This design comes from an exercise in tuning for small area and a short achievable clock period on the open sky130 flow, not from production work.
RTL that was checked went through simulation tests only; none was proved equivalent to the original.

==> inputs of run a <==
// fc_neuron
module fc_neuron #(
    parameter int unsigned RELU_EN = 0
) (
    input  logic        clk,
    input  logic        rst,
    input  logic [63:0] pooledPixelArray,
    input  logic [63:0] weight,
    output logic [7:0]  result
);
Settings: LEC_CHECK=0, ABC_AREA=0, CAP_MARGIN=20, CORE_MARGIN=2, CORE_UTILIZATION=40, CTS_BUF_LIST=sky130_fd_sc_hd__clkbuf_2 sky130_fd_sc_hd__clkbuf_4, SLEW_MARGIN=20, SYNTH_HIERARCHICAL=1, SYNTH_MINIMUM_KEEP_SIZE=0; clock period 15.0 ns.
standard.sh (not shown) runs the stock make flow with config.mk's settings and CLKGATE_MAP_FILE= SYNTH_SCRIPT=/design/flow/synth_recipe.tcl, a recipe that flattens the netlist after the stock synthesis.
==> flow/flow/run.sh <==
#!/bin/bash
# Standard ORFS layout, except that the port buffers are the smallest plain
# buffer instead of the delay cell buffer_ports picks by default.
set -euo pipefail
export BUFFER_PORTS_ARGS="-buffer_cell sky130_fd_sc_hd__buf_1"
bash standard.sh > standard.log 2>&1
==> run b (differences from run a) <==
--- a/flow/design.v
+++ b/flow/design.v
@@ -1195,29 +1195,47 @@
     fc_neuron_fa u_fs491 (.a(fc485), .b(fs490), .c(fc486), .s(fs491), .co(fc491));
     fc_neuron_fa u_fs492 (.a(fc488), .b(ni_nc93), .c(ni_nc94), .s(fs492), .co(fc492));
     fc_neuron_fa u_fs493 (.a(fc489), .b(fs492), .c(fc490), .s(fs493), .co(fc493));
     logic [18:0] ra, rb;
     assign ra = {1'b1, fc492, fc491, fc487, fc479, fc471, fc455, fc431, fc400, fc362, fc318, fs318, hs269, fs221, fs181, fs149, fs125, fs108, fs98};
     assign rb = {1'b0, fc493, fs493, fs491, fs487, fs479, fs471, fs455, fs431, fs400, fs362, 1'b0, 1'b0, 1'b0, 1'b0, 1'b0, 1'b0, 1'b0, 1'b0};
-    logic [7:0] d;
-    fc_neuron_sat u_sat (
-        .t   ({fc493, fc492, fs493, fc491, fs491, fc487, fs487, fc479, fs479, fc471, fs471, fc455, fs455, fc431, fs431, fc400, fs400, fc362, fs362, fc318}),
-        .u   (ra[7:0]),
-        .rst (rst),
-        .d   (d)
-    );
+    logic [18:8] x, g;
+    logic [7:0]    u;
+    logic          c, u18;
+    logic          in_range;
+    always_comb begin
+        x = ra[18:8] ^ rb[18:8];
+        g = ra[18:8] & rb[18:8];
+        u = ra[7:0];
+        in_range = &x;
+        c = 1'b0;
+        for (int i = 8; i < 18; i++) begin
+            c = g[i] | (x[i] & c);
+        end
+        u18 = x[18] ^ c;
+    end
     logic [7:0] score;
     logic [7:0] result_q;
     always_comb begin
-        score = d;
+        if (in_range) begin
+            score = {u[7], ~u[6:0]};
+        end else if (!u18) begin
+            score = 8'h80;
+        end else begin
+            score = 8'h7f;
+        end
         if ((RELU_EN != 0) && score[7]) begin
             score = 8'h00;
         end
     end
     always_ff @(posedge clk) begin
-        result_q <= score;
+        if (rst) begin
+            result_q <= 8'h00;
+        end else begin
+            result_q <= score;
+        end
     end
     assign result = result_q;
 endmodule
 module fc_neuron_fa (
     input  logic a,
     input  logic b,
@@ -1241,56 +1259,6 @@
     output logic s,
     output logic co
 );
     assign s  = a ^ b;
     assign co = a & b;
 endmodule
-module fc_neuron_sat (
-    input  logic [19:0] t,
-    input  logic [7:0]  u,
-    input  logic        rst,
-    output logic [7:0]  d
-);
-    logic [18:8] x, g;
-    logic          c, u18, in_range;
-    assign x[8] = t[0] ^ t[1];
-    assign g[8] = t[0] & t[1];
-    assign x[9] = t[2] ^ t[3];
-    assign g[9] = t[2] & t[3];
-    assign x[10] = t[4] ^ t[5];
-    assign g[10] = t[4] & t[5];
-    assign x[11] = t[6] ^ t[7];
-    assign g[11] = t[6] & t[7];
-    assign x[12] = t[8] ^ t[9];
-    assign g[12] = t[8] & t[9];
-    assign x[13] = t[10] ^ t[11];
-    assign g[13] = t[10] & t[11];
-    assign x[14] = t[12] ^ t[13];
-    assign g[14] = t[12] & t[13];
-    assign x[15] = t[14] ^ t[15];
-    assign g[15] = t[14] & t[15];
-    assign x[16] = t[16] ^ t[17];
-    assign g[16] = t[16] & t[17];
-    assign x[17] = t[18] ^ t[19];
-    assign g[17] = t[18] & t[19];
-    assign x[18] = 1'b1;
-    assign g[18] = 1'b0;
-    assign in_range = &x;
-    always_comb begin
-        c = 1'b0;
-        for (int i = 8; i < 18; i++) begin
-            c = g[i] | (x[i] & c);
-        end
-        u18 = x[18] ^ c;
-    end
-    always_comb begin
-        if (rst) begin
-            d = 8'h00;
-        end else if (in_range) begin
-            d = {u[7], ~u[6:0]};
-        end else if (!u18) begin
-            d = 8'h80;
-        end else begin
-            d = 8'h7f;
-        end
-    end
-endmodule
==> run c (differences from run a) <==
--- a/flow/design.v
+++ b/flow/design.v
@@ -1195,29 +1195,47 @@
     fc_neuron_fa u_fs491 (.a(fc485), .b(fs490), .c(fc486), .s(fs491), .co(fc491));
     fc_neuron_fa u_fs492 (.a(fc488), .b(ni_nc93), .c(ni_nc94), .s(fs492), .co(fc492));
     fc_neuron_fa u_fs493 (.a(fc489), .b(fs492), .c(fc490), .s(fs493), .co(fc493));
     logic [18:0] ra, rb;
     assign ra = {1'b1, fc492, fc491, fc487, fc479, fc471, fc455, fc431, fc400, fc362, fc318, fs318, hs269, fs221, fs181, fs149, fs125, fs108, fs98};
     assign rb = {1'b0, fc493, fs493, fs491, fs487, fs479, fs471, fs455, fs431, fs400, fs362, 1'b0, 1'b0, 1'b0, 1'b0, 1'b0, 1'b0, 1'b0, 1'b0};
-    logic [7:0] d;
-    fc_neuron_sat u_sat (
-        .t   ({fc493, fc492, fs493, fc491, fs491, fc487, fs487, fc479, fs479, fc471, fs471, fc455, fs455, fc431, fs431, fc400, fs400, fc362, fs362, fc318}),
-        .u   (ra[7:0]),
-        .rst (rst),
-        .d   (d)
-    );
+    logic [18:8] x, g;
+    logic [7:0]    u;
+    logic          c, u18;
+    logic          in_range;
+    always_comb begin
+        x = ra[18:8] ^ rb[18:8];
+        g = ra[18:8] & rb[18:8];
+        u = ra[7:0];
+        in_range = &x;
+        c = 1'b0;
+        for (int i = 8; i < 18; i++) begin
+            c = g[i] | (x[i] & c);
+        end
+        u18 = x[18] ^ c;
+    end
     logic [7:0] score;
     logic [7:0] result_q;
     always_comb begin
-        score = d;
+        if (in_range) begin
+            score = {u[7], ~u[6:0]};
+        end else if (!u18) begin
+            score = 8'h80;
+        end else begin
+            score = 8'h7f;
+        end
         if ((RELU_EN != 0) && score[7]) begin
             score = 8'h00;
         end
     end
     always_ff @(posedge clk) begin
-        result_q <= score;
+        if (rst) begin
+            result_q <= 8'h00;
+        end else begin
+            result_q <= score;
+        end
     end
     assign result = result_q;
 endmodule
 module fc_neuron_fa (
     input  logic a,
     input  logic b,
@@ -1241,56 +1259,6 @@
     output logic s,
     output logic co
 );
     assign s  = a ^ b;
     assign co = a & b;
 endmodule
-module fc_neuron_sat (
-    input  logic [19:0] t,
-    input  logic [7:0]  u,
-    input  logic        rst,
-    output logic [7:0]  d
-);
-    logic [18:8] x, g;
-    logic          c, u18, in_range;
-    assign x[8] = t[0] ^ t[1];
-    assign g[8] = t[0] & t[1];
-    assign x[9] = t[2] ^ t[3];
-    assign g[9] = t[2] & t[3];
-    assign x[10] = t[4] ^ t[5];
-    assign g[10] = t[4] & t[5];
-    assign x[11] = t[6] ^ t[7];
-    assign g[11] = t[6] & t[7];
-    assign x[12] = t[8] ^ t[9];
-    assign g[12] = t[8] & t[9];
-    assign x[13] = t[10] ^ t[11];
-    assign g[13] = t[10] & t[11];
-    assign x[14] = t[12] ^ t[13];
-    assign g[14] = t[12] & t[13];
-    assign x[15] = t[14] ^ t[15];
-    assign g[15] = t[14] & t[15];
-    assign x[16] = t[16] ^ t[17];
-    assign g[16] = t[16] & t[17];
-    assign x[17] = t[18] ^ t[19];
-    assign g[17] = t[18] & t[19];
-    assign x[18] = 1'b1;
-    assign g[18] = 1'b0;
-    assign in_range = &x;
-    always_comb begin
-        c = 1'b0;
-        for (int i = 8; i < 18; i++) begin
-            c = g[i] | (x[i] & c);
-        end
-        u18 = x[18] ^ c;
-    end
-    always_comb begin
-        if (rst) begin
-            d = 8'h00;
-        end else if (in_range) begin
-            d = {u[7], ~u[6:0]};
-        end else if (!u18) begin
-            d = 8'h80;
-        end else begin
-            d = 8'h7f;
-        end
-    end
-endmodule
ABC_AREA = 1   (was 0)
==> summary of the runs <==
- Count of clock-buffer cells in the layout is the same in run c and run b.
- The highest cell count belongs to run a, the lowest to run b.
- Die area: run a > run c > run b.
- The lowest synthesized cell count belongs to run a, the highest to run c.
- Against run b, the global-route usage of run a is lower by 0.10 points.
- Worst setup slack, highest first: run c, run b, run a.
No run of this note included a check of the RTL's function; only the layout flow was run.

---

==> trial 86 <==
Another version of the RTL of fc_neuron (not shown whole).
Settings: LEC_CHECK=0, ABC_AREA=1, CAP_MARGIN=20, CORE_MARGIN=2, CORE_UTILIZATION=40, CTS_BUF_LIST=sky130_fd_sc_hd__clkbuf_2 sky130_fd_sc_hd__clkbuf_4, SLEW_MARGIN=65, SYNTH_HIERARCHICAL=1, SYNTH_MINIMUM_KEEP_SIZE=0; clock period 15.0 ns.
Scripts as last shown in full above: flow/flow/run.sh
==> inputs of trial 13, as changes to trial 86 <==
Settings changed: SLEW_MARGIN 65 to 20.
==> inputs of build 25, as changes to trial 86 <==
--- a/flow/design.v
+++ b/flow/design.v
@@ -1194,31 +1194,49 @@
     fc_neuron_fa u_fs490 (.a(ni_nc92), .b(ni_ns94), .c(fs489), .s(fs490), .co(fc490));
     fc_neuron_fa u_fs491 (.a(fc485), .b(fs490), .c(fc486), .s(fs491), .co(fc491));
     fc_neuron_fa u_fs492 (.a(fc488), .b(ni_nc93), .c(ni_nc94), .s(fs492), .co(fc492));
     fc_neuron_fa u_fs493 (.a(fc489), .b(fs492), .c(fc490), .s(fs493), .co(fc493));
     logic [18:0] ra, rb;
     assign ra = {1'b1, fc492, fc491, fc487, fc479, fc471, fc455, fc431, fc400, fc362, fc318, fs318, hs269, fs221, fs181, fs149, fs125, fs108, fs98};
     assign rb = {1'b0, fc493, fs493, fs491, fs487, fs479, fs471, fs455, fs431, fs400, fs362, 1'b0, 1'b0, 1'b0, 1'b0, 1'b0, 1'b0, 1'b0, 1'b0};
-    logic [7:0] d;
-    fc_neuron_sat u_sat (
-        .t   ({fc493, fc492, fs493, fc491, fs491, fc487, fs487, fc479, fs479, fc471, fs471, fc455, fs455, fc431, fs431, fc400, fs400, fc362, fs362, fc318}),
-        .u   (ra[7:0]),
-        .rst (rst),
-        .d   (d)
-    );
+    logic [18:8] x, g;
+    logic [7:0]    u;
+    logic          c, u18;
+    logic          in_range;
+    always_comb begin
+        x = ra[18:8] ^ rb[18:8];
+        g = ra[18:8] & rb[18:8];
+        u = ra[7:0];
+        in_range = &x;
+        c = 1'b0;
+        for (int i = 8; i < 18; i++) begin
+            c = g[i] | (x[i] & c);
+        end
+        u18 = x[18] ^ c;
+    end
     logic [7:0] score;
     logic [7:0] result_q;
     always_comb begin
-        score = d;
+        if (in_range) begin
+            score = {u[7], ~u[6:0]};
+        end else if (!u18) begin
+            score = 8'h80;
+        end else begin
+            score = 8'h7f;
+        end
         if ((RELU_EN != 0) && score[7]) begin
             score = 8'h00;
         end
     end
     always_ff @(posedge clk) begin
-        result_q <= score;
+        if (rst) begin
+            result_q <= 8'h00;
+        end else begin
+            result_q <= score;
+        end
     end
     assign result = result_q;
 endmodule
 module fc_neuron_fa (
     input  logic a,
     input  logic b,
     input  logic c,
@@ -1240,68 +1258,7 @@
     input  logic b,
     output logic s,
     output logic co
 );
     assign s  = a ^ b;
     assign co = a & b;
 endmodule
-module fc_neuron_sat (
-    input  logic [19:0] t,
-    input  logic [7:0]  u,
-    input  logic        rst,
-    output logic [7:0]  d
-);
-    logic [18:8] x, g;
-    logic          c, u18, in_range;
-    assign x[8] = t[0] ^ t[1];
-    assign g[8] = t[0] & t[1];
-    assign x[9] = t[2] ^ t[3];
-    assign g[9] = t[2] & t[3];
-    assign x[10] = t[4] ^ t[5];
-    assign g[10] = t[4] & t[5];
-    assign x[11] = t[6] ^ t[7];
-    assign g[11] = t[6] & t[7];
-    assign x[12] = t[8] ^ t[9];
-    assign g[12] = t[8] & t[9];
-    assign x[13] = t[10] ^ t[11];
-    assign g[13] = t[10] & t[11];
-    assign x[14] = t[12] ^ t[13];
-    assign g[14] = t[12] & t[13];
-    assign x[15] = t[14] ^ t[15];
-    assign g[15] = t[14] & t[15];
-    assign x[16] = t[16] ^ t[17];
-    assign g[16] = t[16] & t[17];
-    assign x[17] = t[18] ^ t[19];
-    assign g[17] = t[18] & t[19];
-    assign x[18] = 1'b1;
-    assign g[18] = 1'b0;
-    assign in_range = &x;
-    logic [17:8] g1, p1;
-    logic          g2a, p2a, g2b, p2b, g3, g4;
-    always_comb begin
-        for (int i = 8; i < 18; i += 2) begin
-            g1[i+1] = g[i+1] | (x[i+1] & g[i]);
-            p1[i+1] = x[i+1] & x[i];
-            g1[i]   = g[i];
-            p1[i]   = x[i];
-        end
-        g2a = g1[11] | (p1[11] & g1[9]);
-        p2a = p1[11] & p1[9];
-        g2b = g1[15] | (p1[15] & g1[13]);
-        p2b = p1[15] & p1[13];
-        g3  = g2b | (p2b & g2a);
-        g4  = g1[17] | (p1[17] & g3);
-        c   = g4;
-        u18 = x[18] ^ c;
-    end
-    always_comb begin
-        if (rst) begin
-            d = 8'h00;
-        end else if (in_range) begin
-            d = {u[7], ~u[6:0]};
-        end else if (!u18) begin
-            d = 8'h80;
-        end else begin
-            d = 8'h7f;
-        end
-    end
-endmodule
==> flow/flow/run.sh (replaced) <==
#!/bin/bash
# Standard ORFS layout, except that:
# - the port buffers are the smallest plain buffer instead of the delay cell
#   buffer_ports picks by default;
# - the resizer's timing repair aims for 6.5 ns of setup slack, so that it
#   sizes up the critical paths although the design meets the clock.
set -euo pipefail
export BUFFER_PORTS_ARGS="-buffer_cell sky130_fd_sc_hd__buf_1"
export SETUP_SLACK_MARGIN=6.5
bash standard.sh > standard.log 2>&1
Settings changed: SLEW_MARGIN 65 to 20.
==> comparison <==
- The lowest global-route usage belongs to trial 13, the highest to build 25.
- Via count, lowest first: trial 86, trial 13, build 25.
- In count of clock-buffer cells in the layout, trial 86 and trial 13 do not differ.
- Flip-flop and latch count is the same in trial 86 and build 25.
- First-iteration DRC count is about the same in trial 86 and build 25.
- The lowest wire length belongs to trial 13, the highest to build 25.
- Critical path depth: trial 13 is lower than build 25 (1).
- Trial 13 finished clean. Build 25 went through all stages and came out clean. Trial 86 completed with no timing, DRC or antenna violations.
- Cell area: build 25 > trial 86 > trial 13.
- Of trial 13 and build 25, build 25 has the higher setup slack (gap 0.50 ns).
For build 25, only the layout was checked, not whether the RTL still works.

==> afterwards: timing with drivers on the ports <==
The flow's constraints put no driver on any port. The routed layouts listed below were extracted and timed again, unchanged, in two steps. Step 1 assumes that a clkbuf_16 drives the clock port and a buf_2 every other input. Step 2 also shifts input and output timing later by t, the mid clock arrival at the registers, as if the neighbouring blocks saw the same clock. Slacks: ideal ports / drivers / drivers and shift; pairs: ideal ports / drivers.
run	shift t [ns]	setup WS [ns]	worst setup path after step 2	slew at the worst register clock pin (ns)
run a	0.265	5.424 / 5.412 / 5.147	input to register	0.05 / 0.05
run b	0.267	5.563 / 5.553 / 5.286	input to register	0.05 / 0.05
run c	0.270	5.854 / 5.837 / 5.567	input to register	0.05 / 0.05
trial 86	0.263	6.139 / 6.132 / 5.869	input to register	0.05 / 0.05
trial 13	0.266	6.054 / 6.047 / 5.781	input to register	0.06 / 0.06
build 25	0.263	6.558 / 6.498 / 6.235	input to register	0.05 / 0.05
After both steps setup and hold are still met in every run listed. For build 25, which loses most, drivers alone change the setup slack by -0.060 ns; drivers and shift together by -0.323 ns.
